Source: an optimization exercise on an open RTL-to-GDS flow (aim: small area). Production flows keep margins and buffers that such runs may drop. Only simulation tests tie the RTL to the original design; equivalence was not proved. No activity file was given, so power comes from the tool's default toggle rates.

**config.mk**
```make
export PLATFORM = sky130hd
export DESIGN_NAME = ifu_top
export DESIGN_NICKNAME = ifu_top
export VERILOG_FILES = /design/flow/design.v
export SDC_FILE = /design/flow/constraint.sdc
export NUM_CORES = 4
export LEC_CHECK = 0
export CAP_MARGIN = 20
export CORE_MARGIN = 2
export CORE_UTILIZATION = 40
export SLEW_MARGIN = 20
```
**constraint.sdc**
```tcl
create_clock -name core_clock -period 6.0 [get_ports {clk}]
set_input_delay 1.2000 -clock core_clock [delete_from_list [all_inputs] [get_ports {clk}]]
set_output_delay 1.2000 -clock core_clock [all_outputs]
set_load 0.01 [all_outputs]
```
**design.v**
```verilog
package fetch_pkg;
	localparam int ROB_TAG_W = 3;  
	localparam int BHT_IDX_W = 4;  
	typedef logic [31:0]          xlen_t;
	typedef logic [4:0]           reg_idx_t;
	typedef logic [ROB_TAG_W-1:0] rob_tag_t;
	typedef logic [BHT_IDX_W-1:0] bht_idx_t;
	localparam logic [6:0] OPC_LUI    = 7'h37;
	localparam logic [6:0] OPC_AUIPC  = 7'h17;
	localparam logic [6:0] OPC_JAL    = 7'h6f;
	localparam logic [6:0] OPC_JALR   = 7'h67;
	localparam logic [6:0] OPC_BRANCH = 7'h63;
	localparam logic [6:0] OPC_LOAD   = 7'h03;
	localparam logic [6:0] OPC_STORE  = 7'h23;
	localparam logic [6:0] OPC_OP     = 7'h33;  
	localparam logic [6:0] OPC_OP_IMM = 7'h13;  
	typedef enum logic [2:0] {
		ic_alu,
		ic_load,
		ic_store,
		ic_branch,
		ic_jal,
		ic_jalr,
		ic_lui_auipc
	} inst_class_e;
	typedef struct packed {
		xlen_t       pc;
		xlen_t       inst;
		inst_class_e cls;
		reg_idx_t    rd;      
		xlen_t       imm;     
		xlen_t       target;  
		logic        taken;   
	} q_entry_t;
	typedef struct packed {
		q_entry_t entry;
		rob_tag_t tag;
	} issue_entry_t;
endpackage
module fetch_ctrl (
	input  logic clk,
	input  logic rst,
	input  logic flush,
	input  logic mem_ack,
	input  logic queue_full,
	output logic mem_req,
	output logic fetch_done
);
	typedef enum logic [1:0] {
		st_idle,          
		st_wait_ack,      
		st_wait_release,  
		st_discard        
	} state_e;
	state_e state, state_nxt;
	logic can_start;
	assign can_start = !mem_ack && (!queue_full || flush);
	always_comb begin
		state_nxt = state;
		case (state)
			st_idle: begin
				if (can_start)
					state_nxt = st_wait_ack;  
			end
			st_wait_ack: begin
				if (mem_ack)
					state_nxt = st_wait_release;  
				else if (flush)
					state_nxt = st_discard;  
			end
			st_discard: begin
				if (mem_ack)
					state_nxt = st_wait_release;
			end
			st_wait_release: begin
				if (!mem_ack)
					state_nxt = st_idle;
			end
			default: state_nxt = st_idle;
		endcase
	end
	always_ff @(posedge clk) begin
		if (rst)
			state <= st_idle;
		else
			state <= state_nxt;
	end
	assign mem_req = (state == st_wait_ack) || (state == st_discard);
	assign fetch_done = (state == st_wait_ack) && mem_ack && !flush;
endmodule
module pc_gen #(
	parameter logic [31:0] RESET_PC = '0
) (
	input  logic     clk,
	input  logic     rst,
	input  logic     flush,
	input  fetch_pkg::xlen_t    flush_pc,
	input  logic     fetch_done,
	input  fetch_pkg::xlen_t    inst,       
	input  logic     bht_taken,  
	output fetch_pkg::xlen_t    pc
);
	logic is_jal, is_br;
	fetch_pkg::xlen_t step, pc_next;
	assign is_jal = inst[6:0] == fetch_pkg::OPC_JAL;
	assign is_br  = inst[6:0] == fetch_pkg::OPC_BRANCH;
	always_comb begin
		if (is_jal)
			step = {{11{inst[31]}}, inst[31], inst[19:12], inst[20], inst[30:21], 1'b0};
		else if (is_br && bht_taken)
			step = {{19{inst[31]}}, inst[31], inst[7], inst[30:25], inst[11:8], 1'b0};
		else
			step = 32'd4;
	end
	assign pc_next = pc + step;
	always_ff @(posedge clk) begin
		if (rst)
			pc <= RESET_PC;
		else if (flush)
			pc <= flush_pc;  
		else if (fetch_done)
			pc <= pc_next;
	end
endmodule
module inst_decode (
	input  fetch_pkg::xlen_t    inst,
	output logic [2:0]          cls,
	output fetch_pkg::reg_idx_t rd,
	output fetch_pkg::xlen_t    imm
);
	logic [6:0] opcode;
	assign opcode = inst[6:0];
	always_comb begin
		rd  = inst[11:7];
		cls = fetch_pkg::ic_alu;
		imm = {{20{inst[31]}}, inst[31:20]};  
		case (opcode)
			fetch_pkg::OPC_LOAD: cls = fetch_pkg::ic_load;
			fetch_pkg::OPC_STORE: begin
				cls = fetch_pkg::ic_store;
				rd  = '0;
				imm = {{20{inst[31]}}, inst[31:25], inst[11:7]};
			end
			fetch_pkg::OPC_BRANCH: begin
				cls = fetch_pkg::ic_branch;
				rd  = '0;
				imm = {{19{inst[31]}}, inst[31], inst[7],
					inst[30:25], inst[11:8], 1'b0};
			end
			fetch_pkg::OPC_JAL: begin
				cls = fetch_pkg::ic_jal;
				imm = {{11{inst[31]}}, inst[31], inst[19:12],
					inst[20], inst[30:21], 1'b0};
			end
			fetch_pkg::OPC_JALR: cls = fetch_pkg::ic_jalr;
			fetch_pkg::OPC_LUI, fetch_pkg::OPC_AUIPC: begin
				cls = fetch_pkg::ic_lui_auipc;
				imm = {inst[31:12], 12'b0};  
			end
			default: cls = fetch_pkg::ic_alu;  
		endcase
	end
endmodule
module inst_queue #(
	parameter int QUEUE_DEPTH = 8
) (
	input  logic        clk,
	input  logic        rst,
	input  logic        flush,
	input  logic        push,
	input  logic [31:0] push_inst,
	input  logic        push_bht,
	input  logic        pop,
	output logic [31:0] head_inst,
	output logic        head_bht,
	output logic        empty,
	output logic        full
);
	localparam int PTR_W = $clog2(QUEUE_DEPTH);
	logic [32:0] mem [0:QUEUE_DEPTH-1];
	logic [PTR_W:0] head_ptr, tail_ptr;
	logic do_push;
	assign empty   = head_ptr == tail_ptr;
	assign full    = (head_ptr[PTR_W-1:0] == tail_ptr[PTR_W-1:0]) &&
		(head_ptr[PTR_W] != tail_ptr[PTR_W]);
	assign do_push = push && !full;
	assign {head_bht, head_inst} = mem[head_ptr[PTR_W-1:0]];
	always_ff @(posedge clk) begin
		if (rst || flush) begin
			head_ptr <= '0;
			tail_ptr <= '0;
		end else begin
			if (do_push)
				tail_ptr <= tail_ptr + 1'b1;
			if (pop)
				head_ptr <= head_ptr + 1'b1;  
		end
	end
	always_ff @(posedge clk) begin
		if (do_push)
			mem[tail_ptr[PTR_W-1:0]] <= {push_bht, push_inst};
	end
endmodule
module issue_router #(
	parameter logic [31:0] RESET_PC = '0
) (
	input  logic         clk,
	input  logic         rst,
	input  logic         flush,
	input  fetch_pkg::xlen_t        flush_pc,
	input  logic         empty,
	input  logic [31:0]  head_inst,
	input  logic         head_bht,
	input  logic         rob_full,
	input  logic         slb_full,
	input  logic         rs_full,
	output logic         pop,
	output logic         issue_valid,
	output logic         issue_to_slb,
	output fetch_pkg::issue_entry_t issue_entry
);
	fetch_pkg::rob_tag_t tag_cnt;  
	fetch_pkg::xlen_t    head_pc;  
	logic [2:0]          cls;
	fetch_pkg::reg_idx_t rd;
	fetch_pkg::xlen_t    imm, target, pc_plus4, pc_next;
	logic                is_jal, is_br, taken, target_full;
	inst_decode u_dec (.inst(head_inst), .cls, .rd, .imm);
	assign is_jal = cls == fetch_pkg::ic_jal;
	assign is_br  = cls == fetch_pkg::ic_branch;
	assign taken  = is_jal || (is_br && head_bht);
	assign pc_plus4 = head_pc + 32'd4;
	assign target   = head_pc + ((is_jal || is_br) ? imm : 32'd4);
	assign pc_next  = taken ? target : pc_plus4;
	assign issue_to_slb = (cls == fetch_pkg::ic_load) || (cls == fetch_pkg::ic_store);
	assign target_full  = issue_to_slb ? slb_full : rs_full;
	assign issue_valid = !empty && !rob_full && !target_full;
	assign pop         = issue_valid;
	assign issue_entry = {head_pc, head_inst, cls, rd, imm, target, taken, tag_cnt};
	always_ff @(posedge clk) begin
		if (rst || flush)
			tag_cnt <= '0;  
		else if (issue_valid)
			tag_cnt <= tag_cnt + 1'b1;  
	end
	always_ff @(posedge clk) begin
		if (rst)
			head_pc <= RESET_PC;
		else if (flush)
			head_pc <= flush_pc;
		else if (issue_valid)
			head_pc <= pc_next;
	end
endmodule
module ifu_top #(
	parameter int    QUEUE_DEPTH = 8,
	parameter logic [31:0] RESET_PC    = '0
) (
	input  logic         clk,
	input  logic         rst,
	input  logic         flush,
	input  fetch_pkg::xlen_t        flush_pc,
	output logic         mem_req,
	output fetch_pkg::xlen_t        mem_addr,
	input  logic         mem_ack,
	input  fetch_pkg::xlen_t        mem_data,
	output fetch_pkg::bht_idx_t     bht_idx,
	input  logic         bht_taken,
	input  logic         rob_full,
	input  logic         slb_full,
	input  logic         rs_full,
	output logic         issue_valid,
	output logic         issue_to_slb,
	output fetch_pkg::issue_entry_t issue_entry
);
	logic     fetch_done, queue_full, queue_empty, queue_pop;
	fetch_pkg::xlen_t    pc;
	logic [31:0] head_inst;
	logic        head_bht;
	assign mem_addr = pc;  
	assign bht_idx  = mem_data[fetch_pkg::BHT_IDX_W+1:2];
	fetch_ctrl u_ctrl (.clk, .rst, .flush, .mem_ack, .queue_full,
		.mem_req, .fetch_done);
	pc_gen #(.RESET_PC(RESET_PC)) u_pc (.clk, .rst, .flush, .flush_pc,
		.fetch_done, .inst(mem_data), .bht_taken, .pc);
	inst_queue #(.QUEUE_DEPTH(QUEUE_DEPTH)) u_q (.clk, .rst, .flush,
		.push(fetch_done), .push_inst(mem_data), .push_bht(bht_taken),
		.pop(queue_pop), .head_inst, .head_bht,
		.empty(queue_empty), .full(queue_full));
	issue_router #(.RESET_PC(RESET_PC)) u_iss (.clk, .rst, .flush, .flush_pc,
		.empty(queue_empty), .head_inst, .head_bht, .rob_full, .slb_full,
		.rs_full, .pop(queue_pop), .issue_valid, .issue_to_slb, .issue_entry);
endmodule
```
**run.sh**
```bash
#!/bin/bash
# synth_recipe.tcl (not shown) runs the flow's synth.tcl, then flattens the netlist and writes it again
# the make line also repeats each setting of config.mk as NAME=value (left out here)
make -C /OpenROAD-flow-scripts/flow DESIGN_CONFIG=/design/flow/config.mk WORK_HOME=/design/flow/orfs CLKGATE_MAP_FILE= SYNTH_SCRIPT=/design/flow/synth_recipe.tcl finish
```
==> key figures, run 1 <==
Status
  – Status: complete, but fails checks
  – Layout Check Fails: setup timing

GRT
  – GRT Total Usage: 24.3%
  – Initial antenna violation count: 5
  – Vias in the first global route: 14300
  – GRT overflow: 0
  – First-pass GRT wire length: 86.2 mm
  – Largest net degree at the start of global routing: 74

Critical path
  – Worst EP required: 4800 ps
  – Worst R2R End: u_iss.head_pc[15]
  – Worst-case reg-to-reg path depth: 29
  – Reg2Reg Setup Slack: 710 ps
  – Startpoint Class: flip-flop
  – Critical path type: flip-flop to output pin
  – CP endpoint kind: output pin
  – WP data arrival: 5040 ps
  – CP Max Fanout: 8

Cells and area
  – Area growth syn-to-layout: 36.8%
  – Final instance area: 24800 um2
  – Diodes inserted: 0
  – Combined flip-flop and latch cell area: 9540 um2
  – Multi-input logic area: 8700 um2
  – Non-filler cells, final: 2589
  – Final Net Count: 2107
  – Share of cells above drive strength 1: 26.5%
  – # fillers: 3717

Yosys
  – Area leader, netlist: edfxtp_1
  – Synth top area share: 43.8%
  – Most common cell in the netlist: edfxtp_1
  – Post-synth EDFFs: 264
  – Commonest cells in the netlist: edfxtp_1 (264), a21oi_1 (118), nor2_1 (106)
  – Mapped Nets: 1649
  – Syn Area/Cell: 12.0 um2
  – Synth async-reset ratio: 0%
  – Count of cell types in the netlist: 83
  – Post-synthesis cell count: 1510
  – Sequential area share after synthesis: 52.7%
  – FF+latch count, synth: 344
  – Top post-synthesis cells by area: edfxtp_1 (44%), dfxtp_1 (8.9%), mux4_2 (8.1%), ha_1 (4.5%), a21oi_1 (3.3%)
  – Synth warn: 5
  – Mapped Area: 18100 um2
  – Main synth FF type: edfxtp_1

Power
  – Int Power: 4110 uW
  – Pleak: 0.00918 uW
  – Pwr Density: 217 nW/um2
  – Sequential power share: 49.1%
  – Combinational share of power: 9.5%
  – Max rail drop VDD: 162 uV
  – Power share of the clock group: 41.5%
  – Psw: 1270 uW
  – Net Sw Frac: 23.6%

Worst hold path
  – Hold path cells: 2
  – Min-Delay Endpoint: u_pc.pc[0]
  – Worst min-delay path startpoint: u_pc.pc[0]
  – Hold Path Class: flip-flop to flip-flop

Placed design
  – Placed standard-cell area: 22600 um2
  – Gpl congestion: 0.919
  – Worst slack, placed: -624 ps
  – Port bufs: 250
  – Detail Placement HPWL: 41.6 mm
  – Cells after DPL: 2478

Clock network
  – Clock-pin slew on the worst setup and hold paths: 60 ps
  – Clk root buf: clkbuf_16
  – Worst-skew pair later-pin latency: 570 ps
  – CTS tree: built
  – Post-cts hold buffer count: 0
  – Inserted Clock Buffers: 38
  – H-tree depth: 2
  – CTS Buffer Depth: 3
  – Sink Count: 344

STA
  – Tcrit/Tclk final: 104%
  – Maximum clock rate: 0.160 GHz
  – # setup viols final: 14
  – Worst setup margin: -236 ps
  – Clock Skews: 29.5 ps
  – Max-slew headroom: 38.2%
  – Least-Margin Pin Slew: 924 ps
  – Fin. Hold Viols: 0
  – Final min period: 6240 ps
  – Setup TNS: -2160 ps
  – Max Transition Viols Final: 0
  – Setup repair after global routing missed its margin: yes

Floorplan
  – Boundary Pins: 251
  – Chip height: 217 um
  – Initial Util: 40.7%
  – Core ar.: 44400 um2
  – Die area: 47000 um2
  – Die X: 217 um
  – Site Rows: 77

Detailed routing
  – DR pass1 iterations: 7
  – Post-route ant nets: 0
  – DR iter-0 viols: 1524
  – Routed via count: 14600
  – Wire length per cell: 22.6 um
  – DRC violation count after routing: 0
  – Via density: 5.65
  – Routed Wire Length: 58.5 mm

Run
  – Max Cap Viol: 0
-- per-layer routing --
| metal | wire length, um | GRT usage, % | vias to the layer above |
|---|---|---|---|
| li1 | - | - | 6703 |
| met1 | 25500 | 34.0 | 7159 |
| met2 | 26400 | 38.2 | 658 |
| met3 | 5050 | 5.16 | 90 |
| met4 | 1470 | 7.01 | 8 |
| met5 | 47 | 0 | - |
-- layout make-up --
| class | instances | area share, % |
|---|---|---|
| multi-input cells | 1026 | 35.1 |
| repair buffers | 502 | 17.8 |
| well taps | 592 | 2.99 |
| clock buffers | 49 | 4.01 |
| inverters | 56 | 0.849 |
| clock inverters | 20 | 0.692 |
| flip-flops and latches | 344 | 38.5 |
-- stage by stage --
step	total power [uW]	hold WS, ps	util [%]
finish	5380	479	55.7
global route	5550	524	55.7
CTS	5400	481	54.5
detailed placement	3170	470	50.9
global placement	3160	466	50.9
floorplan	2880	492	-
-- cells in the final DEF, fill, tap and decap left out, drive strengths merged, types with 13 or more instances in the layout --
cell type      count
a211oi            21
a21o              22
a21oi            118
a222oi            13
a31oi             18
and2              19
and3              13
buf              272
clkbuf            52
clkdlybuf4s50    222
clkinv            16
dfxtp             80
edfxtp           264
ha                65
inv               58
mux2              14
mux2i             32
mux4              68
nand2             98
nand2b            15
nand3             35
nand4             14
nor2             107
nor2b             32
nor3              22
o21a              28
o21ai             61
xnor2             49
xor2              21
-- what timing repair did --
item / 4_1_cts / 5_1_grt
endpoints found under the setup margin: 28 / 25
setup buffers: 24 / 17
gates cloned: 0 / 1
pin swaps: 31 / 45
gates resized for setup: 150 / 101
-- worst max path at each step --
stage	startpoint	end	depth (start not counted)	slack, ps
6_report	flip-flop	issue_entry[34]	22	-240
5_1_grt	flip-flop	issue_entry[34]	22	-380
4_1_cts	flip-flop	issue_entry[29]	21	-310
3_5_place_dp	flip-flop	issue_entry[30]	19	-620
3_3_place_gp	flip-flop	issue_entry[30]	19	-610
2_1_floorplan	flip-flop	issue_entry[33]	20	60
-- registers in the layout (all words and copies together), names as in the netlist, named ones only --
signal,count
u_q.mem,264
u_iss.head_pc,32
u_pc.pc,32
u_q.head_ptr,4
u_q.tail_ptr,4
u_iss.tag_cnt,3
u_ctrl.state,2
-- worst max-delay path, stage by stage, from the launching register on --
cell and delay, ps:
dfxtp_4 390, buf_8 140, mux4_2 520, mux2i_4 200
buf_4 150, buf_6 100, a2111oi_4 40, buf_4 170
buf_6 130, or3_4 410, o21a_1 160, nor2b_1 130
ha_1 320, a21o_1 180, a21oi_2 190, nor3b_4 250
o311ai_4 150, nand4_1 120, nand3_2 140, o2111ai_2 220
nand2_1 90, xor2_1 140, buf_2 140
-- power groups by stage --
stage | clock, uW | sequential [uW] | combinational, uW
detailed placement | 0 | 2690 | 482
finish | 2230 | 2640 | 509
global placement | 0 | 2690 | 476
CTS | 2270 | 2640 | 492
floorplan | 0 | 2680 | 194
global route | 2360 | 2640 | 548
-- kinds of logic (layout without fill, tap and decap cells) --
family,count (synthesis),after routing,share of synthesized area (%)
fa+ha+maj,67,67,4.72
simple gates,394,394,10.8
other cells,1,1,0.0207
xor+xnor,70,70,3.43
flops,344,344,52.7
buf+inv,140,627,3.28
mux,114,114,11.3
compound gates,380,380,13.8
==> run 2: changes to the inputs <==
--- a/design.v
+++ b/design.v
@@ -177,36 +177,52 @@
 	output logic        full
 );
-	localparam int PTR_W = $clog2(QUEUE_DEPTH);
-	logic [32:0] mem [0:QUEUE_DEPTH-1];
-	logic [PTR_W:0] head_ptr, tail_ptr;
-	logic do_push;
-	assign empty   = head_ptr == tail_ptr;
-	assign full    = (head_ptr[PTR_W-1:0] == tail_ptr[PTR_W-1:0]) &&
-		(head_ptr[PTR_W] != tail_ptr[PTR_W]);
+	localparam int RING  = QUEUE_DEPTH - 1;
+	localparam int PTR_W = $clog2(RING);
+	localparam int CNT_W = $clog2(QUEUE_DEPTH + 1);
+	logic [32:0] ring [0:RING-1];
+	logic [32:0] head_q, ring_out;
+	logic [PTR_W-1:0] rd_ptr, wr_ptr;
+	logic [CNT_W-1:0] count;  
+	logic do_push, one, head_load, head_from_ring, ring_push;
+	assign empty   = count == '0;
+	assign one     = count == CNT_W'(1);
+	assign full    = count == CNT_W'(QUEUE_DEPTH);
 	assign do_push = push && !full;
-	assign {head_bht, head_inst} = mem[head_ptr[PTR_W-1:0]];
+	assign {head_bht, head_inst} = head_q;
+	assign ring_out = ring[rd_ptr];
+	assign head_from_ring = pop && !one;
+	assign head_load      = head_from_ring || (do_push && (empty || (pop && one)));
+	assign ring_push      = do_push && !empty && !(pop && one);
+	function automatic logic [PTR_W-1:0] ptr_inc(input logic [PTR_W-1:0] p);
+		ptr_inc = (p == PTR_W'(RING - 1)) ? '0 : p + 1'b1;
+	endfunction
 	always_ff @(posedge clk) begin
 		if (rst || flush) begin
-			head_ptr <= '0;
-			tail_ptr <= '0;
+			rd_ptr <= '0;
+			wr_ptr <= '0;
+			count  <= '0;
 		end else begin
-			if (do_push)
-				tail_ptr <= tail_ptr + 1'b1;
-			if (pop)
-				head_ptr <= head_ptr + 1'b1;  
+			if (ring_push)
+				wr_ptr <= ptr_inc(wr_ptr);
+			if (head_from_ring)
+				rd_ptr <= ptr_inc(rd_ptr);
+			if (do_push && !pop)
+				count <= count + 1'b1;
+			else if (pop && !do_push)
+				count <= count - 1'b1;
 		end
 	end
 	always_ff @(posedge clk) begin
-		if (do_push)
-			mem[tail_ptr[PTR_W-1:0]] <= {push_bht, push_inst};
+		if (head_load)
+			head_q <= head_from_ring ? ring_out : {push_bht, push_inst};
+		if (ring_push)
+			ring[wr_ptr] <= {push_bht, push_inst};
 	end
 endmodule
-module issue_router #(
-	parameter logic [31:0] RESET_PC = '0
-) (
+module issue_router (
 	input  logic         clk,
 	input  logic         rst,
 	input  logic         flush,
-	input  fetch_pkg::xlen_t        flush_pc,
+	input  fetch_pkg::xlen_t        fetch_pc,
 	input  logic         empty,
 	input  logic [31:0]  head_inst,
@@ -245,8 +261,6 @@
 	end
 	always_ff @(posedge clk) begin
-		if (rst)
-			head_pc <= RESET_PC;
-		else if (flush)
-			head_pc <= flush_pc;
+		if (empty)
+			head_pc <= fetch_pc;
 		else if (issue_valid)
 			head_pc <= pc_next;
@@ -288,5 +302,5 @@
 		.pop(queue_pop), .head_inst, .head_bht,
 		.empty(queue_empty), .full(queue_full));
-	issue_router #(.RESET_PC(RESET_PC)) u_iss (.clk, .rst, .flush, .flush_pc,
+	issue_router u_iss (.clk, .rst, .flush, .fetch_pc(pc),
 		.empty(queue_empty), .head_inst, .head_bht, .rob_full, .slb_full,
 		.rs_full, .pop(queue_pop), .issue_valid, .issue_to_slb, .issue_entry);
--- a/config.mk
+++ b/config.mk
@@ -6,4 +6,5 @@
 export NUM_CORES = 4
 export LEC_CHECK = 0
+export ABC_AREA = 1
 export CAP_MARGIN = 20
 export CORE_MARGIN = 2
==> run 2 against run 1 <==
Now clean on timing, DRC and antenna. Setup slack better by 430 ps. Global-route usage up 5.0 points. Synthesized cell count up 62%. First-iteration DRC count up 11%. Via count up 25%. Die area up 11%. Register-to-register slack better by 1300 ps. Critical path depth unchanged. Area after synthesis up 11%. Combinational power up 110%. Clock power up 2%. Final cell count up 31%.
==> key figures, run 2 <==
Cells and area
  – Commonest non-fill, non-tap cell in the layout: nand2_1 (was edfxtp_1)
  – Final core utilization: 49.4% (was 55.7%)
  – Commonest cells after routing, fill and taps aside: nand2_1 (619), nor2_1 (302), edfxtp_1 (296) (was edfxtp_1 (264), buf_4 (233), clkdlybuf4s50_1 (222))
  – Diodes inserted: 0 (unchanged)
  – Final instance area: 24600 um2 (was 24800 um2)
  – Share of cells above drive strength 1: 5.75% (was 26.5%)
  – Max reg flops: 231 (was 264)
  – Final Net Count: 2823 (was 2107)
  – # fillers: 4851 (was 3717)
  – Area growth syn-to-layout: 22.7% (was 36.8%)

Power
  – Pleak: 0.0104 uW (was 0.00918 uW)
  – Psw: 1850 uW (was 1270 uW)
  – Max rail drop VDD: 218 uV (was 162 uV)
  – Pwr Density: 255 nW/um2 (was 217 nW/um2)
  – Net Sw Frac: 29.4% (was 23.6%)
  – Sequential power share: 46.2% (was 49.1%)
  – Combinational share of power: 17.4% (was 9.5%)
  – Power share of the clock group: 36.3% (was 41.5%)
  – Int Power: 4430 uW (was 4110 uW)

Yosys
  – Post-synth EDFFs: 296 (was 264)
  – Commonest cells in the netlist: nand2_1 (622), nor2_1 (311), edfxtp_1 (296) (was edfxtp_1 (264), a21oi_1 (118), nor2_1 (106))
  – Area leader, netlist: edfxtp_1 (unchanged)
  – Mapped Nets: 2590 (was 1649)
  – Synth async-reset ratio: 0% (unchanged)
  – Post-synthesis cell count: 2449 (was 1510)
  – FF+latch count, synth: 346 (was 344)
  – Synth warn: 5 (unchanged)
  – Syn Area/Cell: 8.18 um2 (was 12.0 um2)
  – Mapped Area: 20000 um2 (was 18100 um2)
  – Count of cell types in the netlist: 50 (was 83)
  – Sequential area share after synthesis: 49.3% (was 52.7%)
  – Synth top area share: 44.4% (was 43.8%)
  – Most common cell in the netlist: nand2_1 (was edfxtp_1)
  – Top post-synthesis cells by area: edfxtp_1 (44%), nand2_1 (12%), nor2_1 (5.8%), dfxtp_1 (5.0%), inv_1 (5.0%) (was edfxtp_1 (44%), dfxtp_1 (8.9%), mux4_2 (8.1%), ha_1 (4.5%), a21oi_1 (3.3%))
  – Main synth FF type: edfxtp_1 (unchanged)

GRT
  – Largest net degree at the start of global routing: 75 (was 74)
  – GRT Total Usage: 29.3% (was 24.3%)
  – GRT overflow: 0 (unchanged)
  – First-pass GRT wire length: 114 mm (was 86.2 mm)
  – Initial antenna violation count: 7 (was 5)
  – Vias in the first global route: 17500 (was 14300)

STA
  – Tcrit/Tclk final: 96.8% (was 104%)
  – Final hold slack: 494 ps (was 479 ps)
  – Final min period: 5810 ps (was 6240 ps)
  – Setup repair after global routing missed its margin: yes (unchanged)
  – # setup viols final: 0 (was 14)
  – Clock Skews: 16.1 ps (was 29.5 ps)
  – Fin. Hold Viols: 0 (unchanged)
  – Least-Margin Pin Slew: 903 ps (was 924 ps)
  – Max-slew headroom: 39.6% (was 38.2%)
  – Worst setup margin: 190 ps (was -236 ps)
  – Max Transition Viols Final: 0 (unchanged)
  – Maximum clock rate: 0.172 GHz (was 0.160 GHz)

Critical path
  – CP max stage cell: clkdlybuf4s50_1 (was mux4_2)
  – CP endpoint kind: output pin (unchanged)
  – Startpoint Class: flip-flop (unchanged)
  – Critical path buffer and inverter count: 6 (unchanged)
  – Critical path type: flip-flop to output pin (unchanged)
  – CP dominant cell by count: nand2_1
  – Worst R2R End: u_iss.head_pc[25] (was u_iss.head_pc[15])
  – Delay-heaviest family, CP: simple AND/OR/NAND/NOR gates (unchanged)
  – Startpoint of the worst register-to-register path: u_q.head_q[0]
  – Reg2Reg Setup Slack: 1990 ps (was 710 ps)
  – CP Max Fanout: 12 (was 8)
  – Critical path startpoint: u_q.head_q[0]
  – WP data arrival: 4610 ps (was 5040 ps)
  – Largest stage delay, worst path: 590 ps (was 520 ps)
  – Worst EP required: 4800 ps (about the same)
  – CP cell instances: nand2_1 > inv_2 > nand2_1 > nor2_1 > nand3_1 > nand2_4 > inv_1 > nand2_2 > o21ai_4 > inv_4 > a21oi_1 > and2_1 > ha_2 > nand2_1 > inv_1 > nand2_1 > inv_1 > nand2_1 > nand3_1 > nand3b_1 > xor2_2 > clkdlybuf4s50_1 (was buf_8 > mux4_2 > mux2i_4 > buf_4 > buf_6 > a2111oi_4 > buf_4 > buf_6 > or3_4 > o21a_1 > nor2b_1 > ha_1 > a21o_1 > a21oi_2 > nor3b_4 > o311ai_4 > nand4_1 > nand3_2 > o2111ai_2 > nand2_1 > xor2_1 > buf_2)
  – Worst-case reg-to-reg path depth: 22 (was 29)

Placed design
  – Gpl congestion: 1.07 (was 0.919)
  – Worst slack, placed: 487 ps (was -624 ps)
  – Detail Placement HPWL: 58.6 mm (was 41.6 mm)
  – Placed standard-cell area: 23300 um2 (was 22600 um2)
  – Port bufs: 250 (unchanged)

Worst hold path
  – Min-Delay Endpoint: u_q.wr_ptr[1] (was u_pc.pc[0])
  – Hold path cells: 2 (unchanged)
  – Worst min-delay path startpoint: u_q.wr_ptr[1] (was u_pc.pc[0])
  – Hold Path Class: flip-flop to flip-flop (unchanged)

Detailed routing
  – Met2 WL: 34.2 mm (was 26.4 mm)
  – Routed Wire Length: 77.7 mm (was 58.5 mm)
  – DR iter-0 viols: 1690 (was 1524)
  – DRC violation count after routing: 0 (unchanged)
  – Wire length per cell: 23.0 um (was 22.6 um)
  – Metal-1 WL: 35.4 mm (was 25.5 mm)
  – Routed via count: 18300 (was 14600)
  – Via density: 5.41 (was 5.65)
  – Post-route ant nets: 0 (unchanged)
  – DR pass1 iterations: 8 (was 7)
  – Wire length on met3: 5.48 mm (was 5.05 mm)
  – DR top layer: met5 (unchanged)

Floorplan
  – Initial Util: 40.3% (was 40.7%)
  – Core ar.: 49800 um2 (was 44400 um2)
  – Chip height: 228 um (was 217 um)
  – Boundary Pins: 251 (unchanged)
  – Site Rows: 82 (was 77)
  – Die X: 228 um (was 217 um)
  – Die area: 51900 um2 (was 47000 um2)

Clock network
  – CTS Buffer Depth: 3 (unchanged)
  – Clock-pin slew on the worst setup and hold paths: 60 ps (about the same)
  – CTS tree: built (unchanged)
  – Sink Count: 346 (was 344)
  – Inserted Clock Buffers: 39 (was 38)
  – Clk root buf: clkbuf_16 (unchanged)
  – Worst-skew pair later-pin latency: 570 ps (about the same)
  – H-tree depth: 2 (unchanged)
  – Post-cts hold buffer count: 0 (unchanged)

Run
  – Max Cap Viol: 0 (unchanged)

Status
  – Status: timing/DRC/antenna clean (was complete, but fails checks)
run 2: worst register-to-register path, delay by kind of cell, from the launching register on:
kind / cells / cell delay (ps)
fa+ha+maj: 1 / 360
buf+inv: 4 / 450
flops: 1 / 360
simple gates: 15 / 2370
compound gates: 2 / 230
run 2: through the flow:
stage / total power, uW / instances / setup TNS, ps
CTS: 6290 / 3382 / 0
finish: 6270 / 3383 / 0
detailed placement: 4010 / 3311 / 0
global placement: 4010 / 3311 / 0
global route: 6470 / 3383 / -33.4
floorplan: 3340 / 2449 / 0
run 2: what timing repair did:
action | CTS | global route
endpoints found under the setup margin | 1 | 16
pin swaps | 1 | 1
resized for setup | 1 | 30
cloned | 0 | 0
setup buffers | 1 | 1
run 2: power by group through the flow:
stage	Combinational, uW	Clock (uW)	Sequential [uW]
2_1_floorplan	469	0	2870
3_3_place_gp	1060	0	2950
3_5_place_dp	1070	0	2940
4_1_cts	1080	2320	2890
5_1_grt	1170	2410	2900
6_report	1090	2280	2900
run 2: cell families (layout without fill, tap and decap cells):
logic type,after synthesis,in the layout,synth area share [%]
AOI/OAI and AO/OA,412,412,11.6
xor gates and xnor gates,56,56,2.45
adders and majority gates,69,69,4.38
buffers and inverters,362,624,7.11
DFF,346,346,49.3
other,1,1,0.0187
and+or+nand+nor,1203,1203,25.1
run 2: final cells by class:
type / instances / area, um2 / area share (%)
multi-input combinational: 1741 / 8880 / 36.1
clock buffer: 45 / 1010 / 4.10
tap: 672 / 841 / 3.42
inverter: 276 / 1040 / 4.23
sequential: 346 / 9890 / 40.2
clock inverter: 25 / 196 / 0.799
timing repair buffer: 278 / 2730 / 11.1
run 2: per-layer routing:
layer	up-vias	GRT usage [%]
met4	8	9.48
met2	738	45.6
met5	-	0
met3	121	4.51
met1	8749	42.0
li1	8689	-
run 2: worst max path at each step:
stage                           end  slack, ps  depth (start not counted)
finish              issue_entry[23]        190                         22
floorplan            u_q.ring[0][0]       1240                          6
CTS                 issue_entry[22]         10                         21
detailed placement  issue_entry[24]        490                         21
global route        issue_entry[20]        -30                         16
global placement    issue_entry[24]        490                         21
==> run 3: changes to the inputs <==
--- a/config.mk
+++ b/config.mk
@@ -6,5 +6,4 @@
 export NUM_CORES = 4
 export LEC_CHECK = 0
-export ABC_AREA = 1
 export CAP_MARGIN = 20
 export CORE_MARGIN = 2
==> run 3 against run 2 <==
Still clean on timing, DRC and antenna. Global-route usage is 5.5 points lower. Clock-buffer cell count rose by 2. Design area shrank 4.7%. Synthesized cell count is 33% lower. Power decreased by 5.2%. Worst hold slack improved by 6.0 ps. Flip-flop and latch count did not move. Non-clock buffer count grew 29. Die area decreased by 7.2%. Clock skew shrank 6.6 ps. Largest cell class unchanged. Largest power group unchanged.
==> key figures, run 3 <==
Detailed routing
  – Routed via count: 14100 (was 18300)
  – Via density: 5.59 (was 5.41)
  – Routed Wire Length: 58.0 mm (was 77.7 mm)
  – DR pass1 iterations: 5 (was 8)
  – DRC violation count after routing: 0 (unchanged)
  – Post-route ant nets: 0 (unchanged)
  – Wire length per cell: 23.0 um (about the same)
  – DR iter-0 viols: 1403 (was 1690)

GRT
  – Met1 Usage GRT: 32.8% (was 42.0%)
  – Vias in the first global route: 13500 (was 17500)
  – First-pass GRT wire length: 85.3 mm (was 114 mm)
  – GRT Total Usage: 23.8% (was 29.3%)
  – Largest net degree at the start of global routing: 73 (was 75)
  – GRT overflow: 0 (unchanged)
  – Met2 Resource Use GR: 37.9% (was 45.6%)
  – Met3 Usage GRT: 3.59% (was 4.51%)
  – Gr busiest metal: met2 (unchanged)
  – Initial antenna violation count: 3 (was 7)

STA
  – Maximum clock rate: 0.172 GHz (about the same)
  – Tcrit/Tclk final: 96.9% (was 96.8%)
  – Least-Margin Pin Slew: 1060 ps (was 903 ps)
  – Clock Skews: 9.50 ps (was 16.1 ps)
  – # setup viols final: 0 (unchanged)
  – Max Transition Viols Final: 0 (unchanged)
  – Worst setup margin: 184 ps (was 190 ps)
  – Max-slew headroom: 28.8% (was 39.6%)
  – Fin. Hold Viols: 0 (unchanged)
  – Final hold slack: 500 ps (was 494 ps)
  – Final min period: 5820 ps (was 5810 ps)
  – Setup repair after global routing missed its margin: yes (unchanged)

Worst hold path
  – Hold path cells: 2 (unchanged)
  – Worst min-delay path startpoint: u_iss.tag_cnt[1] (was u_q.wr_ptr[1])
  – Min-Delay Endpoint: u_iss.tag_cnt[1] (was u_q.wr_ptr[1])
  – Hold Path Class: flip-flop to flip-flop (unchanged)

Floorplan
  – Boundary Pins: 251 (unchanged)
  – Core ar.: 45600 um2 (was 49800 um2)
  – Die X: 219 um (was 228 um)
  – Die area: 48200 um2 (was 51900 um2)
  – Initial Util: 40.7% (was 40.3%)
  – Site Rows: 78 (was 82)
  – Chip height: 219 um (was 228 um)

Cells and area
  – Non-filler cells, final: 2528 (was 3383)
  – Share of cells above drive strength 1: 11.2% (was 5.75%)
  – Final core utilization: 51.4% (was 49.4%)
  – Max reg flops: 231 (unchanged)
  – Commonest non-fill, non-tap cell in the layout: edfxtp_1 (was nand2_1)
  – Area growth syn-to-layout: 26.1% (was 22.7%)
  – Final instance area: 23400 um2 (was 24600 um2)
  – Commonest cells after routing, fill and taps aside: edfxtp_1 (296), clkdlybuf4s50_1 (238), nand2_1 (164) (was nand2_1 (619), nor2_1 (302), edfxtp_1 (296))
  – Final Net Count: 2036 (was 2823)

Power
  – Max rail drop VDD: 222 uV (was 218 uV)
  – Pwr Density: 254 nW/um2 (was 255 nW/um2)
  – Int Power: 4380 uW (was 4430 uW)
  – Net Sw Frac: 26.3% (was 29.4%)
  – Psw: 1560 uW (was 1850 uW)
  – Pleak: 0.00863 uW (was 0.0104 uW)
  – Sequential power share: 47.2% (was 46.2%)
  – Power share of the clock group: 38.7% (was 36.3%)
  – Combinational share of power: 14.1% (was 17.4%)

Run
  – Max Cap Viol: 0 (unchanged)

Yosys
  – Synth async-reset ratio: 0% (unchanged)
  – Area leader, netlist: edfxtp_1 (unchanged)
  – FF+latch count, synth: 346 (unchanged)
  – Mapped Area: 18600 um2 (was 20000 um2)
  – Sequential area share after synthesis: 53.3% (was 49.3%)
  – Post-synthesis cell count: 1636 (was 2449)
  – Post-synth EDFFs: 296 (unchanged)
  – Synth warn: 5 (unchanged)
  – Main synth FF type: edfxtp_1 (unchanged)
  – Syn Area/Cell: 11.4 um2 (was 8.18 um2)
  – Top post-synthesis cells by area: edfxtp_1 (48%), dfxtp_1 (5.4%), ha_1 (4.5%), mux2i_1 (4.1%), mux4_2 (4.0%) (was edfxtp_1 (44%), nand2_1 (12%), nor2_1 (5.8%), dfxtp_1 (5.0%), inv_1 (5.0%))
  – Commonest cells in the netlist: edfxtp_1 (296), nand2_1 (164), o21ai_0 (131) (was nand2_1 (622), nor2_1 (311), edfxtp_1 (296))
  – Count of cell types in the netlist: 84 (was 50)
  – Synth top area share: 47.9% (was 44.4%)
  – Mapped Nets: 1777 (was 2590)
  – Most common cell in the netlist: edfxtp_1 (was nand2_1)

Critical path
  – Reg2Reg Setup Slack: 1700 ps (was 1990 ps)
  – Worst-case reg-to-reg path depth: 11 (was 22)
  – Worst R2R End: u_q.ring[5][19] (was u_iss.head_pc[25])
  – CP endpoint kind: output pin (unchanged)
  – Worst EP required: 4800 ps (about the same)
  – Startpoint of the worst register-to-register path: u_q.head_q[3] (was u_q.head_q[0])
  – CP Max Fanout: 14 (was 12)
  – WP data arrival: 4620 ps (was 4610 ps)
  – Startpoint Class: flip-flop (unchanged)
  – Critical path type: flip-flop to output pin (unchanged)

Placed design
  – Worst slack, placed: 295 ps (was 487 ps)
  – Cells after DPL: 2447 (was 3311)
  – Detail Placement HPWL: 41.3 mm (was 58.6 mm)
  – Port bufs: 250 (unchanged)
  – Placed standard-cell area: 21900 um2 (was 23300 um2)
  – Gpl congestion: 0.944 (was 1.07)

Clock network
  – H-tree depth: 2 (unchanged)
  – Clock-pin slew on the worst setup and hold paths: 60 ps (about the same)
  – CTS Buffer Depth: 3 (unchanged)
  – Worst-skew pair later-pin latency: 570 ps (about the same)
  – CTS tree: built (unchanged)
  – Sink Count: 346 (unchanged)
  – Inserted Clock Buffers: 38 (was 39)
  – Post-cts hold buffer count: 0 (unchanged)
  – Clk root buf: clkbuf_16 (unchanged)

Status
  – Status: timing/DRC/antenna clean (unchanged)
[run 3: area by class of cell]
class                   count  area (um2)
fillers                  4035       22200
flip-flops and latches    346        9900
multi-input cells        1168        8420
repair buffers            307        3010
clock buffers              47        1010
well taps                 600         751
clock inverters            23         208
inverters                  34         128
diodes                      3        7.51
[run 3: how the worst max path moves through the flow]
stage                        from              end  slack (ps)  cells past startpoint
floorplan                 mem_ack   u_q.ring[0][0]         -20                      6
global placement    u_q.head_q[3]  issue_entry[24]         390                     14
detailed placement  u_q.head_q[3]  issue_entry[24]         290                     14
CTS                 u_q.head_q[3]  issue_entry[28]           4                     16
global route        u_q.head_q[3]  issue_entry[30]         -10                     14
finish              u_q.head_q[4]  issue_entry[26]         180                     15
[run 3: kinds of logic (layout without fill, tap and decap cells)]
group / Yosys count / after routing / share of synthesized area, %
AO/OA/AOI/OAI: 432 / 432 / 14.9
XOR/XNOR: 86 / 86 / 4.06
adder cells (fa/ha/maj): 69 / 69 / 4.73
buffers and inverters: 122 / 411 / 2.69
flip-flops: 346 / 346 / 53.3
multiplexers: 109 / 109 / 8.10
other: 1 / 4 / 0.0202
AND/OR/NAND/NOR: 471 / 471 / 12.3
[run 3: metrics by stage]
| step | power [uW] | TNS [ps] |
|---|---|---|
| 5_1_grt | 6160 | -13.4 |
| 2_1_floorplan | 3210 | -2970 |
| 4_1_cts | 6000 | 0 |
| 3_3_place_gp | 3670 | 0 |
| 6_report | 5950 | 0 |
| 3_5_place_dp | 3680 | 0 |
[run 3: critical path: stages (launching register included)]
cell,delay (ps)
edfxtp_1,420
nand2b_1,210
inv_1,70
nand4_1,150
buf_4,220
a21oi_4,190
buf_12,180
nand2_1,100
fa_1,440
nor2b_1,160
o31a_1,250
a211oi_4,130
o31ai_4,350
a31oi_1,170
xnor2_1,330
clkdlybuf4s50_1,660
[run 3: layer usage]
metal  up-vias  routed length [um]
met1      6923               25700
met5         -                   0
li1       6635                   -
met2       485               26900
met4         0                1780
met3        77                3650
[run 3: timing repair]
action | in CTS | in global routing
cloned | 1 | 0
setup buffers | 6 | 1
endpoints found under the setup margin | 18 | 15
pin swaps | 6 | 2
resized for setup | 23 | 22
[run 3: power groups by stage]
stage	Combinational, uW	Sequential, uW	Clock (uW)
2_1_floorplan	378	2830	0
3_3_place_gp	819	2850	0
3_5_place_dp	826	2850	0
4_1_cts	837	2800	2360
5_1_grt	907	2810	2440
6_report	840	2810	2300
==> run 4: changes to the inputs <==
--- a/design.v
+++ b/design.v
@@ -178,9 +178,7 @@
 );
 	localparam int RING  = QUEUE_DEPTH - 1;
-	localparam int PTR_W = $clog2(RING);
 	localparam int CNT_W = $clog2(QUEUE_DEPTH + 1);
-	logic [32:0] ring [0:RING-1];
+	logic [32:0] ring [0:RING-1];  
 	logic [32:0] head_q, ring_out;
-	logic [PTR_W-1:0] rd_ptr, wr_ptr;
 	logic [CNT_W-1:0] count;  
 	logic do_push, one, head_load, head_from_ring, ring_push;
@@ -190,32 +188,24 @@
 	assign do_push = push && !full;
 	assign {head_bht, head_inst} = head_q;
-	assign ring_out = ring[rd_ptr];
+	assign ring_out = ring[count - CNT_W'(2)];  
 	assign head_from_ring = pop && !one;
 	assign head_load      = head_from_ring || (do_push && (empty || (pop && one)));
 	assign ring_push      = do_push && !empty && !(pop && one);
-	function automatic logic [PTR_W-1:0] ptr_inc(input logic [PTR_W-1:0] p);
-		ptr_inc = (p == PTR_W'(RING - 1)) ? '0 : p + 1'b1;
-	endfunction
 	always_ff @(posedge clk) begin
-		if (rst || flush) begin
-			rd_ptr <= '0;
-			wr_ptr <= '0;
-			count  <= '0;
-		end else begin
-			if (ring_push)
-				wr_ptr <= ptr_inc(wr_ptr);
-			if (head_from_ring)
-				rd_ptr <= ptr_inc(rd_ptr);
-			if (do_push && !pop)
-				count <= count + 1'b1;
-			else if (pop && !do_push)
-				count <= count - 1'b1;
-		end
+		if (rst || flush)
+			count <= '0;
+		else if (do_push && !pop)
+			count <= count + 1'b1;
+		else if (pop && !do_push)
+			count <= count - 1'b1;
 	end
 	always_ff @(posedge clk) begin
 		if (head_load)
 			head_q <= head_from_ring ? ring_out : {push_bht, push_inst};
-		if (ring_push)
-			ring[wr_ptr] <= {push_bht, push_inst};
+		if (ring_push) begin
+			ring[0] <= {push_bht, push_inst};
+			for (int i = 1; i < RING; i++)
+				ring[i] <= ring[i-1];
+		end
 	end
 endmodule
--- a/config.mk
+++ b/config.mk
@@ -8,4 +8,5 @@
 export CAP_MARGIN = 20
 export CORE_MARGIN = 2
-export CORE_UTILIZATION = 40
+export CORE_UTILIZATION = 55
+export CTS_BUF_LIST = sky130_fd_sc_hd__clkbuf_4 sky130_fd_sc_hd__clkbuf_8
 export SLEW_MARGIN = 20
==> run 4 against run 3 <==
Still clean on timing, DRC and antenna. Clock skew rose by 36 ps. Non-clock buffer count fell by 1. Synthesized cell count fell by 1.1%. Global-route usage rose by 9.6 points. Sequential power fell by 3%. Via count rose by 3.6%. First-iteration DRC count rose by 6.3%. Die area fell by 30%. Clock-buffer cell count rose by 22. Area after synthesis fell by 4.3%. Largest power group unchanged.
==> key figures, run 4 <==
Status
  – Status: timing/DRC/antenna clean (unchanged)

Yosys
  – Synth top area share: 50.0% (was 47.9%)
  – Simple-gate area share of the yosys netlist: 12.6% (was 12.3%)
  – Count of cell types in the netlist: 80 (was 84)
  – Top post-synthesis cells by area: edfxtp_1 (50%), ha_1 (5.0%), nand2_1 (4.6%), dfxtp_1 (4.6%), a21oi_1 (4.0%) (was edfxtp_1 (48%), dfxtp_1 (5.4%), ha_1 (4.5%), mux2i_1 (4.1%), mux4_2 (4.0%))
  – Post-synth EDFFs: 296 (unchanged)
  – FF+latch count, synth: 337 (was 346)
  – Post-synthesis cell count: 1618 (was 1636)
  – Most common cell in the netlist: edfxtp_1 (unchanged)
  – Post-synthesis xor/xnor area fraction: 3.89% (was 4.06%)
  – Compound-Gate Fraction of Synth Area: 17.6% (was 14.9%)
  – Post-synthesis adder-cell area fraction: 5.22% (was 4.73%)
  – Mapped Area: 17800 um2 (was 18600 um2)
  – Synth async-reset ratio: 0% (unchanged)
  – Largest family of logic cells by synthesized area: compound AO/OA/AOI/OAI gates (unchanged)
  – Main synth FF type: edfxtp_1 (unchanged)
  – Mapped Nets: 1763 (was 1777)
  – Area leader, netlist: edfxtp_1 (unchanged)
  – Syn Area/Cell: 11.0 um2 (was 11.4 um2)
  – Commonest cells in the netlist: edfxtp_1 (296), nand2_1 (219), a21oi_1 (141) (was edfxtp_1 (296), nand2_1 (164), o21ai_0 (131))
  – Synth warn: 6 (was 5)
  – Sequential area share after synthesis: 54.6% (was 53.3%)
  – Post-synthesis mux area share: 3.35% (was 8.10%)

Power
  – Pwr Density: 260 nW/um2 (was 254 nW/um2)
  – Max rail drop VDD: 210 uV (was 222 uV)
  – Pleak: 0.00859 uW (was 0.00863 uW)
  – Power Total: 5820 uW (was 5950 uW)

Clock network
  – CTS Buffer Depth: 3 (unchanged)
  – Post-cts hold buffer count: 0 (unchanged)
  – Clk root buf: clkbuf_8 (was clkbuf_16)
  – Worst-skew pair later-pin latency: 620 ps (was 570 ps)
  – Clock-pin slew on the worst setup and hold paths: 70 ps (was 60 ps)
  – H-tree depth: 2 (unchanged)
  – CTS tree: built (unchanged)
  – Sink Count: 337 (was 346)
  – Inserted Clock Buffers: 55 (was 38)

Detailed routing
  – Routed via count: 14600 (was 14100)
  – Post-route ant nets: 0 (unchanged)
  – DRC violation count after routing: 0 (unchanged)
  – DR iter-0 viols: 1492 (was 1403)
  – Via density: 6.24 (was 5.59)
  – Routed Wire Length: 57.2 mm (was 58.0 mm)
  – Wire length per cell: 24.4 um (was 23.0 um)
  – DR pass1 iterations: 6 (was 5)

Floorplan
  – Die X: 184 um (was 219 um)
  – Initial Util: 56.1% (was 40.7%)
  – Core ar.: 31700 um2 (was 45600 um2)
  – Die area: 33800 um2 (was 48200 um2)
  – Boundary Pins: 251 (unchanged)
  – Site Rows: 65 (was 78)
  – Chip height: 184 um (was 219 um)

GRT
  – First-pass GRT wire length: 85.3 mm (about the same)
  – GRT overflow: 0 (unchanged)
  – Initial antenna violation count: 7 (was 3)
  – Largest net degree at the start of global routing: 74 (was 73)
  – Vias in the first global route: 14400 (was 13500)
  – GRT Total Usage: 33.5% (was 23.8%)

Run
  – Max Cap Viol: 0 (unchanged)

Critical path
  – CP endpoint kind: output pin (unchanged)
  – CP max stage cell: clkdlybuf4s50_1 (unchanged)
  – Startpoint Class: flip-flop (unchanged)
  – Worst EP required: 4800 ps (about the same)
  – CP dominant cell by count: buf_4
  – WP data arrival: 4640 ps (was 4620 ps)
  – Critical path type: flip-flop to output pin (unchanged)
  – CP cell instances: buf_4 > nand2_1 > inv_1 > o21a_2 > buf_4 > and2_1 > ha_1 > o21ai_1 > a22o_2 > a211oi_4 > nor2_1 > nor2b_1 > o21ai_0 > a21oi_1 > clkdlybuf4s50_1 (was nand2b_1 > inv_1 > nand4_1 > buf_4 > a21oi_4 > buf_12 > nand2_1 > fa_1 > nor2b_1 > o31a_1 > a211oi_4 > o31ai_4 > a31oi_1 > xnor2_1 > clkdlybuf4s50_1)
  – CP Max Fanout: 14 (unchanged)
  – Largest stage delay, worst path: 600 ps (was 660 ps)

STA
  – Tcrit/Tclk final: 97.3% (was 96.9%)
  – # setup viols final: 0 (unchanged)
  – Final min period: 5840 ps (was 5820 ps)
  – Least-Margin Pin Slew: 1100 ps (was 1060 ps)
  – Clock Skews: 45.1 ps (was 9.50 ps)
  – Final hold slack: 435 ps (was 500 ps)
  – Max-slew headroom: 26.4% (was 28.8%)
  – Setup repair after global routing missed its margin: yes (unchanged)
  – Max Transition Viols Final: 0 (unchanged)
  – Maximum clock rate: 0.171 GHz (was 0.172 GHz)
  – Fin. Hold Viols: 0 (unchanged)

Placed design
  – Port bufs: 250 (unchanged)
  – Cells after DPL: 2222 (was 2447)
  – Detail Placement HPWL: 40.9 mm (was 41.3 mm)
  – Gpl congestion: 1.03 (was 0.944)

Cells and area
  – Commonest cells after routing, fill and taps aside: edfxtp_1 (296), clkdlybuf4s50_1 (241), nand2_1 (216) (was edfxtp_1 (296), clkdlybuf4s50_1 (238), nand2_1 (164))
  – Area growth syn-to-layout: 25.9% (was 26.1%)
  – # fillers: 2326 (was 4035)
  – Share of cells above drive strength 1: 13.1% (was 11.2%)
  – Final Net Count: 2040 (was 2036)
  – Max reg flops: 231 (unchanged)
  – Commonest non-fill, non-tap cell in the layout: edfxtp_1 (unchanged)
  – Non-filler cells, final: 2345 (was 2528)

Worst hold path
  – Hold Path Class: flip-flop to flip-flop (unchanged)
run 4: cell types whose count changed in the layout (fill, tap and decap cells not counted), sizes merged, moves of 9 or more:
cell,previous run,this run
a21o,46,34
a21oi,118,143
a221oi,5,17
a222oi,0,26
a22oi,3,30
clkbuf,47,69
dfxtp,50,41
mux2,0,36
mux2i,76,19
mux4,33,0
nand2,164,220
nor2,111,94
o21ai,140,117
run 4: where the power goes:
part | leakage, uW | internal [uW] | total (uW) | switching, uW
Combinational | 0.00488 | 416 | 882 | 466
Clock | 0.000629 | 1260 | 2210 | 948
Sequential | 0.00308 | 2610 | 2730 | 125
run 4: critical path: cells and delay by family, from the launching register on:
| kind | cells | cell delay, ps |
|---|---|---|
| AND/OR/NAND/NOR | 4 | 620 |
| buffers and inverters | 4 | 1110 |
| AO/OA/AOI/OAI | 6 | 1560 |
| adder cells (fa/ha/maj) | 1 | 280 |
| flip-flops | 1 | 440 |
run 4: worst paths after layout:
kind | cells after the start | start | slack [ps] | endpoint
worst max-delay path | 15 | u_q.head_q[2] | 160 | issue_entry[21]
worst min-delay path | 0 | u_q.ring[2][18] | 440 | u_q.ring[3][18]
worst max register to register | 15 | u_q.head_q[4] | 1730 | u_iss.head_pc[28]
worst min register to register | 0 | u_q.ring[2][18] | 440 | u_q.ring[3][18]
run 4: routing by layer:
metal  share of wire (%)  vias up  GRT usage (%)
met3                 8.2      133           6.77
met5               0.045        -              0
met1                  39     7055           42.1
met2                  48      774           55.7
met4                 4.3        4           15.5
li1                    -     6663              -
run 4: area by class of cell:
class / instances / area, um2 / area share, %
tap: 402 / 503 / 2.25
antenna: 5 / 12.5 / 0.0559
sequential: 337 / 9710 / 43.4
inverter: 29 / 109 / 0.486
clock inverter: 31 / 335 / 1.50
clock buffer: 69 / 868 / 3.88
timing repair buffer: 306 / 2960 / 13.2
multi-input combinational: 1166 / 7890 / 35.3
run 4: cell families after synthesis:
family          after synthesis
fa+ha+maj                    73
buf+inv                     115
flops                       337
simple gates                481
other cells                   1
xor+xnor                     79
mux                          55
compound gates              477
run 4: metrics by stage:
| step | utilization [%] | cell area, um2 | TNS, ps | worst slack, ps |
|---|---|---|---|---|
| after floorplan | - | 17800 | -33990 | -147 |
| after global placement | 65.5 | 20800 | 0 | 392 |
| after detailed placement | 65.5 | 20800 | 0 | 270 |
| after CTS | 69.8 | 22100 | 0 | 0.238 |
| after global routing | 70.6 | 22400 | -49.0 | -25.9 |
| final | 70.6 | 22400 | 0 | 164 |
run 4: timing repair:
item	in CTS	in global routing
cloned	0	0
hold endpoints to repair	0	0
resized for setup	20	39
setup buffers	8	10
pin swaps	2	12
setup endpoints to repair	19	16
==> run 5: changes to the inputs <==
--- a/config.mk
+++ b/config.mk
@@ -8,5 +8,4 @@
 export CAP_MARGIN = 20
 export CORE_MARGIN = 2
-export CORE_UTILIZATION = 55
-export CTS_BUF_LIST = sky130_fd_sc_hd__clkbuf_4 sky130_fd_sc_hd__clkbuf_8
+export CORE_UTILIZATION = 40
 export SLEW_MARGIN = 20
==> run 5 against run 4 <==
The layout now fails its checks (setup timing). Register-to-register slack better by 90 ps. Final cell count up 6.0%. Power up 2.8%. Sequential power about the same. Clock power up 8%. Critical endpoint is now issue_entry[32]. Highest routed layer unchanged.
==> key figures, run 5 <==
Status
  – Status: complete, but fails checks (was timing/DRC/antenna clean)
  – Layout Check Fails: setup timing

Yosys
  – Area leader, netlist: edfxtp_1 (unchanged)
  – Mapped Nets: 1763 (unchanged)
  – Commonest cells in the netlist: edfxtp_1 (296), nand2_1 (219), a21oi_1 (141) (unchanged)
  – Count of cell types in the netlist: 80 (unchanged)
  – Post-synthesis cell count: 1618 (unchanged)
  – Syn Area/Cell: 11.0 um2 (unchanged)
  – Synth warn: 6 (unchanged)
  – Main synth FF type: edfxtp_1 (unchanged)
  – Most common cell in the netlist: edfxtp_1 (unchanged)
  – Top post-synthesis cells by area: edfxtp_1 (50%), ha_1 (5.0%), nand2_1 (4.6%), dfxtp_1 (4.6%), a21oi_1 (4.0%) (unchanged)
  – Sequential area share after synthesis: 54.6% (unchanged)
  – FF+latch count, synth: 337 (unchanged)
  – Post-synth EDFFs: 296 (unchanged)
  – Mapped Area: 17800 um2 (unchanged)
  – Synth async-reset ratio: 0% (unchanged)
  – Synth top area share: 50.0% (unchanged)

Placed design
  – Gpl congestion: 0.961 (was 1.03)
  – Cells after DPL: 2408 (was 2222)
  – Detail Placement HPWL: 42.9 mm (was 40.9 mm)
  – Port bufs: 250 (unchanged)

Power
  – Pleak: 0.00843 uW (was 0.00859 uW)
  – Pwr Density: 266 nW/um2 (was 260 nW/um2)
  – Max rail drop VDD: 238 uV (was 210 uV)

Floorplan
  – Initial Util: 40.4% (was 56.1%)
  – Site Rows: 77 (was 65)
  – Boundary Pins: 251 (unchanged)
  – Die X: 215 um (was 184 um)
  – Die area: 46200 um2 (was 33800 um2)
  – Chip height: 215 um (was 184 um)
  – Core ar.: 44000 um2 (was 31700 um2)

Worst hold path
  – Hold Path Class: flip-flop to flip-flop (unchanged)
  – Worst min-delay path startpoint: u_q.ring[4][27] (was u_q.ring[2][18])
  – Hold path cells: 0 (unchanged)
  – Min-Delay Endpoint: u_q.ring[5][27] (was u_q.ring[3][18])

STA
  – Max-slew headroom: 39.1% (was 26.4%)
  – Final hold slack: 440 ps (was 435 ps)
  – Setup repair after global routing missed its margin: yes (unchanged)
  – Clock Skews: 11.8 ps (was 45.1 ps)
  – Final min period: 6010 ps (was 5840 ps)
  – Worst setup margin: -9.26 ps (was 164 ps)
  – Setup TNS: -9.26 ps (was 0 ps)
  – Tcrit/Tclk final: 100% (was 97.3%)
  – Fin. Hold Viols: 0 (unchanged)
  – Least-Margin Pin Slew: 910 ps (was 1100 ps)
  – Maximum clock rate: 0.166 GHz (was 0.171 GHz)
  – Max Transition Viols Final: 0 (unchanged)
  – # setup viols final: 1 (was 0)

Critical path
  – Critical path type: flip-flop to output pin (unchanged)
  – Worst R2R End: u_iss.head_pc[28] (unchanged)
  – WP data arrival: 4810 ps (was 4640 ps)
  – CP Max Fanout: 14 (unchanged)
  – Worst-case reg-to-reg path depth: 16 (was 15)
  – Reg2Reg Setup Slack: 1820 ps (was 1730 ps)
  – CP endpoint kind: output pin (unchanged)
  – Startpoint of the worst register-to-register path: u_q.head_q[3] (was u_q.head_q[4])
  – Worst EP required: 4800 ps (about the same)
  – Startpoint Class: flip-flop (unchanged)

Detailed routing
  – DRC violation count after routing: 0 (unchanged)
  – DR iter-0 viols: 1425 (was 1492)
  – Wire length per cell: 24.0 um (was 24.4 um)
  – Routed Wire Length: 59.6 mm (was 57.2 mm)
  – Via density: 5.67 (was 6.24)
  – Routed via count: 14100 (was 14600)
  – Post-route ant nets: 0 (unchanged)
  – DR pass1 iterations: 6 (unchanged)

Cells and area
  – Final Net Count: 2008 (was 2040)
  – Commonest cells after routing, fill and taps aside: edfxtp_1 (296), clkdlybuf4s50_1 (244), nand2_1 (217) (was edfxtp_1 (296), clkdlybuf4s50_1 (241), nand2_1 (216))
  – Non-filler cells, final: 2485 (was 2345)
  – Max reg flops: 231 (unchanged)
  – Area growth syn-to-layout: 26.4% (was 25.9%)
  – # fillers: 3976 (was 2326)
  – Share of cells above drive strength 1: 10.4% (was 13.1%)
  – Commonest non-fill, non-tap cell in the layout: edfxtp_1 (unchanged)

Clock network
  – Clock-pin slew on the worst setup and hold paths: 70 ps (about the same)
  – Clk root buf: clkbuf_16 (was clkbuf_8)
  – Post-cts hold buffer count: 0 (unchanged)
  – H-tree depth: 2 (unchanged)
  – CTS tree: built (unchanged)
  – Inserted Clock Buffers: 38 (was 55)
  – CTS Buffer Depth: 3 (unchanged)
  – Sink Count: 337 (unchanged)
  – Worst-skew pair later-pin latency: 560 ps (was 620 ps)

GRT
  – First-pass GRT wire length: 87.9 mm (was 85.3 mm)
  – Initial antenna violation count: 8 (was 7)
  – GRT Total Usage: 25.3% (was 33.5%)
  – GRT overflow: 0 (unchanged)
  – Largest net degree at the start of global routing: 113 (was 74)
  – Vias in the first global route: 13700 (was 14400)

Run
  – Max Cap Viol: 0 (unchanged)
==> run 5: cell counts after synthesis <==
No cell type changed its count.
==> run 5: where the power goes <==
| group | switching [uW] | total (uW) | internal [uW] |
|---|---|---|---|
| Sequential | 120 | 2730 | 2610 |
| Combinational | 467 | 879 | 412 |
| Clock | 998 | 2380 | 1380 |
| Total | 1590 | 5980 | 4400 |
==> run 5: cell families (layout without fill, tap and decap cells) <==
logic type | Yosys count | in the layout | synth area share, %
other cells | 1 | 4 | 0.0211
mux | 55 | 55 | 3.35
xor+xnor | 79 | 79 | 3.89
buf+inv | 115 | 387 | 2.67
simple gates | 481 | 481 | 12.6
fa+ha+maj | 73 | 73 | 5.22
flops | 337 | 337 | 54.6
compound gates | 477 | 477 | 17.6
==> run 5: layout make-up <==
class / instances / area, um2 / area share, %
diodes: 3 / 7.51 / 0.0334
clock buffers: 46 / 1000 / 4.46
clock inverters: 21 / 246 / 1.10
inverters: 29 / 109 / 0.484
multi-input cells: 1166 / 7800 / 34.7
flip-flops and latches: 337 / 9710 / 43.2
well taps: 592 / 741 / 3.30
repair buffers: 291 / 2850 / 12.7
==> run 5: repair_timing <==
action | 4_1_cts | 5_1_grt
endpoints found under the setup margin | 15 | 17
pin swaps | 0 | 7
endpoints found under the hold margin | 0 | 0
resized for setup | 9 | 27
setup buffers | 4 | 3
==> run 5: worst max-delay path by stage <==
stage	from	end	slack, ps	depth (start not counted)
2_1_floorplan	mem_ack	u_q.ring[0][0]	-150	5
3_3_place_gp	u_q.head_q[3]	issue_entry[17]	330	15
3_5_place_dp	u_q.head_q[3]	issue_entry[17]	310	15
4_1_cts	u_q.head_q[6]	issue_entry[32]	20	15
5_1_grt	u_q.head_q[1]	issue_entry[32]	-230	16
6_report	u_q.head_q[3]	issue_entry[32]	-9	16
==> run 5: per-stage QoR <==
step	power [uW]	worst slack (ps)	area, um2	utilization [%]
final	5980	-9.26	22500	51.0
after global routing	6180	-228	22500	51.0
after global placement	3630	334	21000	47.7
after detailed placement	3630	313	21000	47.7
after CTS	6010	20.9	22300	50.7
after floorplan	3160	-147	17800	-
==> run 5: layer usage <==
layer	vias to the layer above	global-route usage [%]	part of all wire, %	wire length (um)
li1	6582	-	-	-
met4	8	9.26	3.5	2110
met1	6869	33.3	42	25000
met5	-	0	0.097	58
met3	101	4.54	6.5	3900
met2	542	41.8	48	28500
==> run 5: critical path, stage by stage (launching register included) <==
cell	delay, ps
edfxtp_1	480
buf_4	190
nand2_1	90
inv_1	80
o21a_1	250
buf_4	220
and2_1	170
ha_1	360
a21oi_1	170
o21ai_0	170
a31oi_2	380
a211oi_4	140
nor4b_4	330
nor2_1	130
or4_1	420
and3b_1	180
clkdlybuf4s50_1	480
==> run 6: changes to the inputs <==
==> flow/run.sh (new file) <==
#!/bin/bash
# The standard layout, with plain buf_1 cells as the port buffers
# (every input and output port still gets its own buffer).
set -euo pipefail
export BUFFER_PORTS_ARGS="-buffer_cell sky130_fd_sc_hd__buf_1"
bash standard.sh finish > standard.log 2>&1
==> standard.sh (new file) <==
#!/bin/bash
# synth_recipe.tcl (not shown) runs the flow's synth.tcl, then flattens the netlist and writes it again
# the make line also repeats each setting of config.mk as NAME=value (left out here)
make -C /OpenROAD-flow-scripts/flow DESIGN_CONFIG=/design/flow/config.mk WORK_HOME=/design/flow/orfs CLKGATE_MAP_FILE= SYNTH_SCRIPT=/design/flow/synth_recipe.tcl "${@:-finish}"
removed: run.sh
==> run 6 against run 5 <==
Now clean on timing, DRC and antenna. Register-to-register slack lost 140 ps. Sequential power is essentially flat. Global-route usage shrank 1.0 points. Critical path type unchanged. Largest cell class unchanged.
==> key figures, run 6 <==
Detailed routing
  – DR iter-0 viols: 1317 (was 1425)
  – Routed via count: 14100 (about the same)
  – DR pass1 iterations: 7 (was 6)
  – Via density: 5.69 (was 5.67)

Clock network
  – H-tree depth: 2 (unchanged)
  – Clk root buf: clkbuf_16 (unchanged)
  – Post-cts hold buffer count: 0 (unchanged)
  – Worst-skew pair later-pin latency: 540 ps (was 560 ps)

Yosys
  – Count of cell types in the netlist: 80 (unchanged)
  – Post-synth EDFFs: 296 (unchanged)
  – Commonest cells in the netlist: edfxtp_1 (296), nand2_1 (219), a21oi_1 (141) (unchanged)
  – Most common cell in the netlist: edfxtp_1 (unchanged)
  – Top post-synthesis cells by area: edfxtp_1 (50%), ha_1 (5.0%), nand2_1 (4.6%), dfxtp_1 (4.6%), a21oi_1 (4.0%) (unchanged)
  – Sequential area share after synthesis: 54.6% (unchanged)
  – Synth top area share: 50.0% (unchanged)

Cells and area
  – Commonest non-fill, non-tap cell in the layout: edfxtp_1 (unchanged)
  – Share of cells above drive strength 1: 9.09% (was 10.4%)

STA
  – # setup viols final: 0 (was 1)
  – Least-Margin Pin Slew: 1180 ps (was 910 ps)
  – Max Transition Viols Final: 0 (unchanged)
  – Final hold slack: 440 ps (about the same)

Placed design
  – Port bufs: 250 (unchanged)

Critical path
  – Startpoint Class: flip-flop (unchanged)

Status
  – Status: timing/DRC/antenna clean (was complete, but fails checks)

GRT
  – Largest net degree at the start of global routing: 200 (was 113)
  – Initial antenna violation count: 9 (was 8)
  – First-pass GRT wire length: 85.0 mm (was 87.9 mm)

Power
  – Int Power: 4180 uW (was 4400 uW)

Run
  – Max Cap Viol: 0 (unchanged)

Worst hold path
  – Hold Path Class: flip-flop to flip-flop (unchanged)

Floorplan
  – Boundary Pins: 251 (unchanged)
  – Core ar.: 44000 um2 (unchanged)
[run 6: changes by cell type in the layout (fill, tap and decap cells not counted), sizes merged]
| cell | previous run | this run |
|---|---|---|
| dlymetal6s2s | 6 | 0 |
| clkinv | 14 | 16 |
| diode | 3 | 6 |
| inv | 31 | 28 |
| clkdlybuf4s50 | 244 | 0 |
| bufinv | 4 | 5 |
| buf | 41 | 284 |
| clkbuf | 46 | 44 |
[run 6: power by group through the flow]
| stage | Sequential (uW) | Combinational, uW | Clock [uW] |
|---|---|---|---|
| after global placement | 2780 | 685 | 0 |
| after detailed placement | 2780 | 683 | 0 |
| after floorplan | 2750 | 405 | 0 |
| final | 2730 | 695 | 2270 |
| after CTS | 2730 | 688 | 2300 |
| after global routing | 2740 | 759 | 2390 |
[run 6: repair_timing]
item                                    4_1_cts  5_1_grt
setup buffers                                 0        9
endpoints found under the setup margin        1       18
gates cloned                                  0        0
endpoints found under the hold margin         0        0
pin swaps                                     0        1
gates resized for setup                       2       12
[run 6: metrics by stage]
| step | cells | worst slack [ps] |
|---|---|---|
| floorplan | 1618 | -147 |
| global placement | 2400 | 522 |
| detailed placement | 2400 | 471 |
| CTS | 2464 | 11.9 |
| global route | 2477 | -21.9 |
| finish | 2479 | 255 |
[run 6: kinds of logic (layout without fill, tap and decap cells)]
group,Yosys count,in the layout,synth area share (%)
AND/OR/NAND/NOR,481,481,12.6
AO/OA/AOI/OAI,477,477,17.6
flip-flops,337,337,54.6
buffers and inverters,115,378,2.67
XOR/XNOR,79,79,3.89
adder cells (fa/ha/maj),73,73,5.22
multiplexers,55,55,3.35
other,1,7,0.0211
[run 6: worst min path at each step]
stage	startpoint	endpoint	slack (ps)	cells past startpoint
floorplan	u_q.ring[1][0]	u_q.ring[2][0]	420	0
global placement	u_q.ring[1][1]	u_q.ring[2][1]	420	0
detailed placement	u_q.ring[1][7]	u_q.ring[2][7]	430	0
CTS	u_q.ring[2][25]	u_q.ring[3][25]	440	0
global route	u_q.ring[0][21]	u_q.ring[1][21]	450	0
finish	u_q.ring[2][7]	u_q.ring[3][7]	440	0
[run 6: per-layer routing]
layer	part of all wire, %	up-vias	track usage [%]	wire length (um)
met2	48	533	40.3	27600
met1	42	6892	31.8	24400
li1	-	6587	-	-
met3	7.1	98	4.71	4080
met4	3.0	6	8.08	1710
met5	0.073	-	0	42
[run 6: final cells by class]
class                      instances  area (um2)
antenna                            6        15.0
fill                            4182       23300
inverter                          29         109
multi-input combinational       1166        7730
clock inverter                    21         243
sequential                       337        9710
timing repair buffer             285        1210
clock buffer                      43         927
tap                              592         741
[run 6: worst max-delay path, stage by stage (launching register included)]
cell      delay, ps
edfxtp_1        460
or3_1           510
or3b_4          500
nand3_1         130
a21oi_1          90
ha_1            320
o21ai_1         240
a21oi_2         110
o21ai_1         290
a211oi_2        180
nor4b_4         300
nor2_1          120
or4_1           430
and3b_1         190
buf_1           130

==> separate check: timing with driven ports <==
Ports are ideal in the flow. The routed layouts listed here were re-timed in OpenROAD.
Step 1 assumes that a clkbuf_16 drives the clock port and a buf_2 every other input.
Step 2 also shifts input and output timing later by t, the mid clock arrival at the registers, as if the neighbouring blocks saw the same clock.
a / b / c = no drivers / after step 1 / after step 2; a / b = the first two.
run	t (ns)	setup WS [ns]
run 1	0.611	-0.236 / -0.290 / 0.212
run 2	0.618	0.190 / 0.129 / 0.747
run 3	0.617	0.184 / 0.130 / 0.418
run 4	0.649	0.164 / 0.115 / 0.645
run 5	0.610	-0.009 / -0.064 / 0.351
run 6	0.583	0.255 / 0.199 / 0.782
